This is an optimization exercise on Yosys and OpenROAD, whose aim is small area, a short achievable clock period and few clock cycles per item, not a production implementation.
Only simulation tests tie the RTL to the original design; equivalence was not proved.
Power is estimated from default activity; no workload was simulated.

==> quartz: inputs <==
Design uart_dual_ring_fifo, start of the top module:
module uart_dual_ring_fifo (
    input  logic                          i_clk,
    input  logic                          i_rst_n,
    input  logic                          i_in_valid,
    output logic                          o_in_ready,
    input  logic [udrf_pkg::CMD_W-1:0]    i_in_command,
    input  logic [udrf_pkg::DATA_W-1:0]   i_in_data,
    output logic                          o_out_valid,
    input  logic                          i_out_ready,
    output logic [udrf_pkg::DATA_W-1:0]   o_out_data,
    output logic                          o_out_data_valid,
    output logic                          o_out_accepted,
    output logic                          o_out_rx_notify,
    output logic                          o_out_tx_irq_enabled,
    input  logic                          i_cfg_we,
    input  logic                          i_cfg_wdata
);
export LEC_CHECK = 0
export ABC_CLOCK_PERIOD_IN_PS = 2500
export CAP_MARGIN = 20
export CORE_MARGIN = 2
export CORE_UTILIZATION = 40
export SETUP_SLACK_MARGIN = 2.3
export SLEW_MARGIN = 20
create_clock -name core_clock -period 5.0 [get_ports {i_clk}]
run.sh (not shown) runs the stock make flow with config.mk's settings and CLKGATE_MAP_FILE= SYNTH_SCRIPT=/design/flow/synth_recipe.tcl, a recipe that flattens the netlist after the stock synthesis.
==> inputs of pepper, as changes to quartz <==
--- a/flow/design.v
+++ b/flow/design.v
@@ -21,43 +21,119 @@
 endpackage
 module udrf_ram #(
     parameter int DEPTH = 255,
     parameter int WIDTH = 8,
     parameter int AW    = 8
 ) (
     input  logic             i_clk,
-    input  logic             i_clr,
     input  logic             i_we,
-    input  logic [AW-1:0]    i_waddr,
+    input  logic [AW-1:0]    i_wpos,
     input  logic [WIDTH-1:0] i_wdata,
-    input  logic             i_re,
-    input  logic [AW-1:0]    i_raddr,
-    output logic [WIDTH-1:0] o_rdata
-);
-    logic [DEPTH*WIDTH-1:0] r_mem;
-    logic [DEPTH-1:0]       wsel, rsel, keep;
+    input  logic             i_pop,
+    output logic [WIDTH-1:0] o_head
+);
+    logic [(DEPTH+1)*WIDTH-1:0] r_mem;
+    logic [DEPTH-1:0]           wsel;
     always_comb begin
         for (int i = 0; i < DEPTH; i++) begin
-            wsel[i] = i_we && (i_waddr == AW'(i));
-            rsel[i] = (i_raddr == AW'(i));
-            keep[i] = !i_clr && !(i_re && rsel[i]);
-        end
-    end
+            wsel[i] = i_we && (i_wpos == AW'(i));
+        end
+    end
+    assign r_mem[DEPTH*WIDTH +: WIDTH] = '0;
     for (genvar i = 0; i < DEPTH; i++) begin : g_word
-        always_ff @(posedge i_clk) begin
-            r_mem[i*WIDTH +: WIDTH] <= (r_mem[i*WIDTH +: WIDTH] & {WIDTH{keep[i]}})
-                                     | (i_wdata & {WIDTH{wsel[i]}});
-        end
-    end
-    always_comb begin
-        o_rdata = '0;
-        for (int i = 0; i < DEPTH; i++) begin
-            o_rdata = o_rdata | (r_mem[i*WIDTH +: WIDTH] & {WIDTH{rsel[i]}});
-        end
-    end
+        udrf_word #(.WIDTH(WIDTH)) u_word (
+            .i_clk   (i_clk),
+            .i_shift (i_pop),
+            .i_we    (wsel[i]),
+            .i_up    (r_mem[(i+1)*WIDTH +: WIDTH]),
+            .i_wdata (i_wdata),
+            .o_q     (r_mem[i*WIDTH +: WIDTH])
+        );
+    end
+    assign o_head = r_mem[0 +: WIDTH];
+endmodule
+module udrf_word #(
+    parameter int WIDTH = 8
+) (
+    input  logic             i_clk,
+    input  logic             i_shift,
+    input  logic             i_we,
+    input  logic [WIDTH-1:0] i_up,
+    input  logic [WIDTH-1:0] i_wdata,
+    output logic [WIDTH-1:0] o_q
+);
+    logic hold;
+    udrf_nor2 u_hold (
+        .i_a (i_shift),
+        .i_b (i_we),
+        .o_y (hold)
+    );
+    for (genvar b = 0; b < WIDTH; b++) begin : g_bit
+        udrf_bit u_bit (
+            .i_clk   (i_clk),
+            .i_shift (i_shift),
+            .i_hold  (hold),
+            .i_we    (i_we),
+            .i_up    (i_up[b]),
+            .i_wdata (i_wdata[b]),
+            .o_q     (o_q[b])
+        );
+    end
+endmodule
+module udrf_nor2 (
+    input  logic i_a,
+    input  logic i_b,
+    output logic o_y
+);
+    assign o_y = !(i_a || i_b);
+endmodule
+module udrf_bit (
+    input  logic i_clk,
+    input  logic i_shift,
+    input  logic i_hold,
+    input  logic i_we,
+    input  logic i_up,
+    input  logic i_wdata,
+    output logic o_q
+);
+    logic r_q, kept, d;
+    udrf_ao22 u_kept (
+        .i_a1 (r_q),
+        .i_a2 (i_hold),
+        .i_b1 (i_wdata),
+        .i_b2 (i_we),
+        .o_y  (kept)
+    );
+    udrf_ao21 u_d (
+        .i_a1 (i_up),
+        .i_a2 (i_shift),
+        .i_b1 (kept),
+        .o_y  (d)
+    );
+    always_ff @(posedge i_clk) begin
+        r_q <= d;
+    end
+    assign o_q = r_q;
+endmodule
+module udrf_ao22 (
+    input  logic i_a1,
+    input  logic i_a2,
+    input  logic i_b1,
+    input  logic i_b2,
+    output logic o_y
+);
+    assign o_y = (i_a1 && i_a2) || (i_b1 && i_b2);
+endmodule
+module udrf_ao21 (
+    input  logic i_a1,
+    input  logic i_a2,
+    input  logic i_b1,
+    output logic o_y
+);
+    assign o_y = (i_a1 && i_a2) || i_b1;
 endmodule
 module uart_dual_ring_fifo (
     input  logic                          i_clk,
     input  logic                          i_rst_n,
     input  logic                          i_in_valid,
     output logic                          o_in_ready,
     input  logic [udrf_pkg::CMD_W-1:0]    i_in_command,
@@ -70,33 +146,28 @@
     output logic                          o_out_rx_notify,
     output logic                          o_out_tx_irq_enabled,
     input  logic                          i_cfg_we,
     input  logic                          i_cfg_wdata
 );
     localparam int AW     = udrf_pkg::RX_AW;
     localparam int DATA_W = udrf_pkg::DATA_W;
-    logic [AW-1:0] r_rx_wr, r_rx_rd, r_tx_wr, r_tx_rd;
-    logic [AW-1:0] rx_wr_nxt, rx_rd_nxt, tx_wr_nxt, tx_rd_nxt;
+    logic [AW-1:0] r_rx_cnt, r_tx_cnt;
     logic          r_rx_full, r_rx_empty, r_tx_full, r_tx_empty;
     logic          r_tx_irq, n_tx_irq;
     logic          r_notify_en;
     logic              r_in_ready;
     logic              r_out_valid, r_skid_valid;
     udrf_pkg::t_result r_out, r_skid, res;
     logic              accept, take;
     logic              rx_we, rx_re, tx_we, tx_re;
     logic [DATA_W-1:0] rx_rdata, tx_rdata;
     udrf_pkg::t_cmd    cmd;
     assign cmd    = udrf_pkg::t_cmd'(i_in_command);
     assign accept = i_in_valid && r_in_ready;
     assign take   = r_out_valid && i_out_ready;
-    assign rx_wr_nxt = (r_rx_wr == AW'(udrf_pkg::RX_DEPTH - 1)) ? '0 : r_rx_wr + AW'(1);
-    assign rx_rd_nxt = (r_rx_rd == AW'(udrf_pkg::RX_DEPTH - 1)) ? '0 : r_rx_rd + AW'(1);
-    assign tx_wr_nxt = (r_tx_wr == AW'(udrf_pkg::TX_DEPTH - 1)) ? '0 : r_tx_wr + AW'(1);
-    assign tx_rd_nxt = (r_tx_rd == AW'(udrf_pkg::TX_DEPTH - 1)) ? '0 : r_tx_rd + AW'(1);
     always_comb begin
         rx_we    = 1'b0;
         rx_re    = 1'b0;
         tx_we    = 1'b0;
         tx_re    = 1'b0;
         n_tx_irq = r_tx_irq;
         case (cmd)
@@ -117,68 +188,62 @@
         res.data_valid     = rx_re || tx_re;
         res.accepted       = rx_we || tx_we;
         res.rx_notify      = (cmd == udrf_pkg::CMD_RX_BYTE) && r_notify_en;
         res.tx_irq_enabled = n_tx_irq;
     end
     udrf_ram #(.DEPTH(udrf_pkg::RX_DEPTH), .WIDTH(DATA_W), .AW(AW)) u_rx_ram (
         .i_clk   (i_clk),
-        .i_clr   (!i_rst_n),
         .i_we    (accept && rx_we),
-        .i_waddr (r_rx_wr),
+        .i_wpos  (r_rx_cnt),
         .i_wdata (i_in_data),
-        .i_re    (accept && rx_re),
-        .i_raddr (r_rx_rd),
-        .o_rdata (rx_rdata)
+        .i_pop   (accept && rx_re),
+        .o_head  (rx_rdata)
     );
     udrf_ram #(.DEPTH(udrf_pkg::TX_DEPTH), .WIDTH(DATA_W), .AW(AW)) u_tx_ram (
         .i_clk   (i_clk),
-        .i_clr   (!i_rst_n),
         .i_we    (accept && tx_we),
-        .i_waddr (r_tx_wr),
+        .i_wpos  (r_tx_cnt),
         .i_wdata (i_in_data),
-        .i_re    (accept && tx_re),
-        .i_raddr (r_tx_rd),
-        .o_rdata (tx_rdata)
+        .i_pop   (accept && tx_re),
+        .o_head  (tx_rdata)
     );
     always_ff @(posedge i_clk) begin
         if (!i_rst_n) begin
-            r_rx_wr     <= '0;
-            r_rx_rd     <= '0;
-            r_tx_wr     <= '0;
-            r_tx_rd     <= '0;
+            r_rx_cnt    <= '0;
+            r_tx_cnt    <= '0;
             r_rx_full   <= 1'b0;
             r_rx_empty  <= 1'b1;
             r_tx_full   <= 1'b0;
             r_tx_empty  <= 1'b1;
             r_tx_irq    <= 1'b0;
             r_notify_en <= 1'b0;
         end else begin
             if (i_cfg_we) begin
                 r_notify_en <= i_cfg_wdata;
             end
             if (accept) begin
                 if (rx_we) begin
-                    r_rx_wr    <= rx_wr_nxt;
+                    r_rx_cnt   <= r_rx_cnt + AW'(1);
                     r_rx_empty <= 1'b0;
-                    r_rx_full  <= (rx_wr_nxt == r_rx_rd);
+                    r_rx_full  <= (r_rx_cnt == AW'(udrf_pkg::RX_DEPTH - 1));
                 end
                 if (rx_re) begin
-                    r_rx_rd    <= rx_rd_nxt;
+                    r_rx_cnt   <= r_rx_cnt - AW'(1);
                     r_rx_full  <= 1'b0;
-                    r_rx_empty <= (rx_rd_nxt == r_rx_wr);
+                    r_rx_empty <= (r_rx_cnt == AW'(1));
                 end
                 if (tx_we) begin
-                    r_tx_wr    <= tx_wr_nxt;
+                    r_tx_cnt   <= r_tx_cnt + AW'(1);
                     r_tx_empty <= 1'b0;
-                    r_tx_full  <= (tx_wr_nxt == r_tx_rd);
+                    r_tx_full  <= (r_tx_cnt == AW'(udrf_pkg::TX_DEPTH - 1));
                 end
                 if (tx_re) begin
-                    r_tx_rd    <= tx_rd_nxt;
+                    r_tx_cnt   <= r_tx_cnt - AW'(1);
                     r_tx_full  <= 1'b0;
-                    r_tx_empty <= (tx_rd_nxt == r_tx_wr);
+                    r_tx_empty <= (r_tx_cnt == AW'(1));
                 end
                 r_tx_irq <= n_tx_irq;
             end
         end
     end
     always_ff @(posedge i_clk) begin
         if (!i_rst_n) begin
==> flow/config.mk (replaced) <==
export PLATFORM = sky130hd
export DESIGN_NAME = uart_dual_ring_fifo
export DESIGN_NICKNAME = uart_dual_ring_fifo
export VERILOG_FILES = /design/flow/design.v
export SDC_FILE = /design/flow/constraint.sdc
export NUM_CORES = 4
export LEC_CHECK = 0
export ABC_CLOCK_PERIOD_IN_PS = 2500
export CAP_MARGIN = 20
export CORE_MARGIN = 2
export CORE_UTILIZATION = 45
export CTS_CLUSTER_DIAMETER = 100
export CTS_CLUSTER_SIZE = 30
export PLACE_DENSITY = 0.55
export SETUP_SLACK_MARGIN = 2.4
export SLEW_MARGIN = 20
export SYNTH_HIERARCHICAL = 1
export SYNTH_MINIMUM_KEEP_SIZE = 0
==> inputs of juniper, as changes to quartz <==
--- a/flow/design.v
+++ b/flow/design.v
@@ -21,43 +21,57 @@
 endpackage
 module udrf_ram #(
     parameter int DEPTH = 255,
     parameter int WIDTH = 8,
     parameter int AW    = 8
 ) (
     input  logic             i_clk,
-    input  logic             i_clr,
     input  logic             i_we,
-    input  logic [AW-1:0]    i_waddr,
+    input  logic [AW-1:0]    i_wpos,
     input  logic [WIDTH-1:0] i_wdata,
-    input  logic             i_re,
-    input  logic [AW-1:0]    i_raddr,
-    output logic [WIDTH-1:0] o_rdata
+    input  logic             i_pop,
+    output logic [WIDTH-1:0] o_head
 );
-    logic [DEPTH*WIDTH-1:0] r_mem;
-    logic [DEPTH-1:0]       wsel, rsel, keep;
+    logic [(DEPTH+1)*WIDTH-1:0] r_mem;
+    logic [DEPTH-1:0]           wsel;
     always_comb begin
         for (int i = 0; i < DEPTH; i++) begin
-            wsel[i] = i_we && (i_waddr == AW'(i));
-            rsel[i] = (i_raddr == AW'(i));
-            keep[i] = !i_clr && !(i_re && rsel[i]);
-        end
-    end
+            wsel[i] = i_we && (i_wpos == AW'(i));
+        end
+    end
+    assign r_mem[DEPTH*WIDTH +: WIDTH] = '0;
     for (genvar i = 0; i < DEPTH; i++) begin : g_word
-        always_ff @(posedge i_clk) begin
-            r_mem[i*WIDTH +: WIDTH] <= (r_mem[i*WIDTH +: WIDTH] & {WIDTH{keep[i]}})
-                                     | (i_wdata & {WIDTH{wsel[i]}});
-        end
-    end
-    always_comb begin
-        o_rdata = '0;
-        for (int i = 0; i < DEPTH; i++) begin
-            o_rdata = o_rdata | (r_mem[i*WIDTH +: WIDTH] & {WIDTH{rsel[i]}});
-        end
-    end
+        udrf_word #(.WIDTH(WIDTH)) u_word (
+            .i_clk   (i_clk),
+            .i_shift (i_pop),
+            .i_we    (wsel[i]),
+            .i_up    (r_mem[(i+1)*WIDTH +: WIDTH]),
+            .i_wdata (i_wdata),
+            .o_q     (r_mem[i*WIDTH +: WIDTH])
+        );
+    end
+    assign o_head = r_mem[0 +: WIDTH];
+endmodule
+module udrf_word #(
+    parameter int WIDTH = 8
+) (
+    input  logic             i_clk,
+    input  logic             i_shift,
+    input  logic             i_we,
+    input  logic [WIDTH-1:0] i_up,
+    input  logic [WIDTH-1:0] i_wdata,
+    output logic [WIDTH-1:0] o_q
+);
+    logic [WIDTH-1:0] r_q;
+    logic             hold;
+    assign hold = !(i_shift || i_we);
+    always_ff @(posedge i_clk) begin
+        r_q <= (i_up & {WIDTH{i_shift}}) | (r_q & {WIDTH{hold}}) | (i_wdata & {WIDTH{i_we}});
+    end
+    assign o_q = r_q;
 endmodule
 module uart_dual_ring_fifo (
     input  logic                          i_clk,
     input  logic                          i_rst_n,
     input  logic                          i_in_valid,
     output logic                          o_in_ready,
     input  logic [udrf_pkg::CMD_W-1:0]    i_in_command,
@@ -70,33 +84,28 @@
     output logic                          o_out_rx_notify,
     output logic                          o_out_tx_irq_enabled,
     input  logic                          i_cfg_we,
     input  logic                          i_cfg_wdata
 );
     localparam int AW     = udrf_pkg::RX_AW;
     localparam int DATA_W = udrf_pkg::DATA_W;
-    logic [AW-1:0] r_rx_wr, r_rx_rd, r_tx_wr, r_tx_rd;
-    logic [AW-1:0] rx_wr_nxt, rx_rd_nxt, tx_wr_nxt, tx_rd_nxt;
+    logic [AW-1:0] r_rx_cnt, r_tx_cnt;
     logic          r_rx_full, r_rx_empty, r_tx_full, r_tx_empty;
     logic          r_tx_irq, n_tx_irq;
     logic          r_notify_en;
     logic              r_in_ready;
     logic              r_out_valid, r_skid_valid;
     udrf_pkg::t_result r_out, r_skid, res;
     logic              accept, take;
     logic              rx_we, rx_re, tx_we, tx_re;
     logic [DATA_W-1:0] rx_rdata, tx_rdata;
     udrf_pkg::t_cmd    cmd;
     assign cmd    = udrf_pkg::t_cmd'(i_in_command);
     assign accept = i_in_valid && r_in_ready;
     assign take   = r_out_valid && i_out_ready;
-    assign rx_wr_nxt = (r_rx_wr == AW'(udrf_pkg::RX_DEPTH - 1)) ? '0 : r_rx_wr + AW'(1);
-    assign rx_rd_nxt = (r_rx_rd == AW'(udrf_pkg::RX_DEPTH - 1)) ? '0 : r_rx_rd + AW'(1);
-    assign tx_wr_nxt = (r_tx_wr == AW'(udrf_pkg::TX_DEPTH - 1)) ? '0 : r_tx_wr + AW'(1);
-    assign tx_rd_nxt = (r_tx_rd == AW'(udrf_pkg::TX_DEPTH - 1)) ? '0 : r_tx_rd + AW'(1);
     always_comb begin
         rx_we    = 1'b0;
         rx_re    = 1'b0;
         tx_we    = 1'b0;
         tx_re    = 1'b0;
         n_tx_irq = r_tx_irq;
         case (cmd)
@@ -117,68 +126,62 @@
         res.data_valid     = rx_re || tx_re;
         res.accepted       = rx_we || tx_we;
         res.rx_notify      = (cmd == udrf_pkg::CMD_RX_BYTE) && r_notify_en;
         res.tx_irq_enabled = n_tx_irq;
     end
     udrf_ram #(.DEPTH(udrf_pkg::RX_DEPTH), .WIDTH(DATA_W), .AW(AW)) u_rx_ram (
         .i_clk   (i_clk),
-        .i_clr   (!i_rst_n),
         .i_we    (accept && rx_we),
-        .i_waddr (r_rx_wr),
+        .i_wpos  (r_rx_cnt),
         .i_wdata (i_in_data),
-        .i_re    (accept && rx_re),
-        .i_raddr (r_rx_rd),
-        .o_rdata (rx_rdata)
+        .i_pop   (accept && rx_re),
+        .o_head  (rx_rdata)
     );
     udrf_ram #(.DEPTH(udrf_pkg::TX_DEPTH), .WIDTH(DATA_W), .AW(AW)) u_tx_ram (
         .i_clk   (i_clk),
-        .i_clr   (!i_rst_n),
         .i_we    (accept && tx_we),
-        .i_waddr (r_tx_wr),
+        .i_wpos  (r_tx_cnt),
         .i_wdata (i_in_data),
-        .i_re    (accept && tx_re),
-        .i_raddr (r_tx_rd),
-        .o_rdata (tx_rdata)
+        .i_pop   (accept && tx_re),
+        .o_head  (tx_rdata)
     );
     always_ff @(posedge i_clk) begin
         if (!i_rst_n) begin
-            r_rx_wr     <= '0;
-            r_rx_rd     <= '0;
-            r_tx_wr     <= '0;
-            r_tx_rd     <= '0;
+            r_rx_cnt    <= '0;
+            r_tx_cnt    <= '0;
             r_rx_full   <= 1'b0;
             r_rx_empty  <= 1'b1;
             r_tx_full   <= 1'b0;
             r_tx_empty  <= 1'b1;
             r_tx_irq    <= 1'b0;
             r_notify_en <= 1'b0;
         end else begin
             if (i_cfg_we) begin
                 r_notify_en <= i_cfg_wdata;
             end
             if (accept) begin
                 if (rx_we) begin
-                    r_rx_wr    <= rx_wr_nxt;
+                    r_rx_cnt   <= r_rx_cnt + AW'(1);
                     r_rx_empty <= 1'b0;
-                    r_rx_full  <= (rx_wr_nxt == r_rx_rd);
+                    r_rx_full  <= (r_rx_cnt == AW'(udrf_pkg::RX_DEPTH - 1));
                 end
                 if (rx_re) begin
-                    r_rx_rd    <= rx_rd_nxt;
+                    r_rx_cnt   <= r_rx_cnt - AW'(1);
                     r_rx_full  <= 1'b0;
-                    r_rx_empty <= (rx_rd_nxt == r_rx_wr);
+                    r_rx_empty <= (r_rx_cnt == AW'(1));
                 end
                 if (tx_we) begin
-                    r_tx_wr    <= tx_wr_nxt;
+                    r_tx_cnt   <= r_tx_cnt + AW'(1);
                     r_tx_empty <= 1'b0;
-                    r_tx_full  <= (tx_wr_nxt == r_tx_rd);
+                    r_tx_full  <= (r_tx_cnt == AW'(udrf_pkg::TX_DEPTH - 1));
                 end
                 if (tx_re) begin
-                    r_tx_rd    <= tx_rd_nxt;
+                    r_tx_cnt   <= r_tx_cnt - AW'(1);
                     r_tx_full  <= 1'b0;
-                    r_tx_empty <= (tx_rd_nxt == r_tx_wr);
+                    r_tx_empty <= (r_tx_cnt == AW'(1));
                 end
                 r_tx_irq <= n_tx_irq;
             end
         end
     end
     always_ff @(posedge i_clk) begin
         if (!i_rst_n) begin
==> flow/config.mk (replaced) <==
export PLATFORM = sky130hd
export DESIGN_NAME = uart_dual_ring_fifo
export DESIGN_NICKNAME = uart_dual_ring_fifo
export VERILOG_FILES = /design/flow/design.v
export SDC_FILE = /design/flow/constraint.sdc
export NUM_CORES = 4
export LEC_CHECK = 0
export ABC_CLOCK_PERIOD_IN_PS = 2500
export CAP_MARGIN = 20
export CORE_MARGIN = 2
export CORE_UTILIZATION = 55
export CTS_CLUSTER_DIAMETER = 100
export CTS_CLUSTER_SIZE = 30
export PLACE_DENSITY = 0.65
export SETUP_SLACK_MARGIN = 2.4
export SLEW_MARGIN = 20
export SYNTH_HIERARCHICAL = 1
export SYNTH_MINIMUM_KEEP_SIZE = 0
==> results.txt <==
	juniper	pepper	quartz
Result of the run	complete, no violations	complete, no violations	did not finish
Last stage reached	-	-	global routing
Hold path endpoint	u_rx_ram.g_word[45].u_word.r_q[3]	u_tx_ram.g_word[49].u_word.g_bit[3].u_bit.r_q	-
Depth of the worst register-to-register path	7	12	-
Dominant kind of cell	registers	registers	-
Number of warnings printed during yosys synthesis	9	9	2
Xor-xnor portion of the synthesized cell area	0.03063%	0.03363%	0.2382%
Fraction of area in registers	46.01%	45.26%	-
Final number of setup-violating endpoints	0	0	-
Internal portion of total power	39.75 mW	40.32 mW	-
Final critical delay including setup and external delays	2.669 ns	2.828 ns	-
Stage delay of the slowest cell on the critical path	0.79 ns	0.69 ns	-
Reg2reg end	u_tx_ram.g_word[86].u_word.r_q[0]	u_tx_ram.g_word[15].u_word.g_bit[5].u_bit.r_q	-
Highest signal layer in the routed design	met4	met5	-
Testbench counts of quartz, summed over its fixed seeds: cycles 30,822, items 24,576.
Testbench counts of pepper, summed over its fixed seeds: cycles 30,822, items 24,576.
Testbench counts of juniper, summed over its fixed seeds: cycles 30,822, items 24,576.

## afterwards: timing with drivers on the ports
No port has a modelled driver above. Below, the same layouts with a new extraction and two added sets of constraints.
Step 1, drivers: a clkbuf_16 drives i_clk and a buf_2 each remaining input, both assumed.
Step 2 moves the port delays by t, midway between the first and last clock arrival at a register: inputs arrive t later, outputs are due t later. That takes back most of the time a late clock gives input paths.
Slacks: ideal ports / drivers / drivers and shift; pairs: ideal ports / drivers.
run	t (ns)	setup slack, ns	hold WS [ns]	worst register clock-pin slew, ns	pins driven straight from the clock port
pepper	1.010	2.172 / 2.068 / 1.389	0.447 / 0.447 / 0.447	0.12 / 0.12	1
juniper	0.978	2.331 / 2.197 / 1.219	0.461 / 0.461 / 0.461	0.12 / 0.12	1
After both steps every run listed still meets setup and hold. The setup slack of juniper, which loses most, moves by -0.134 ns with the drivers and by -1.112 ns with both steps.
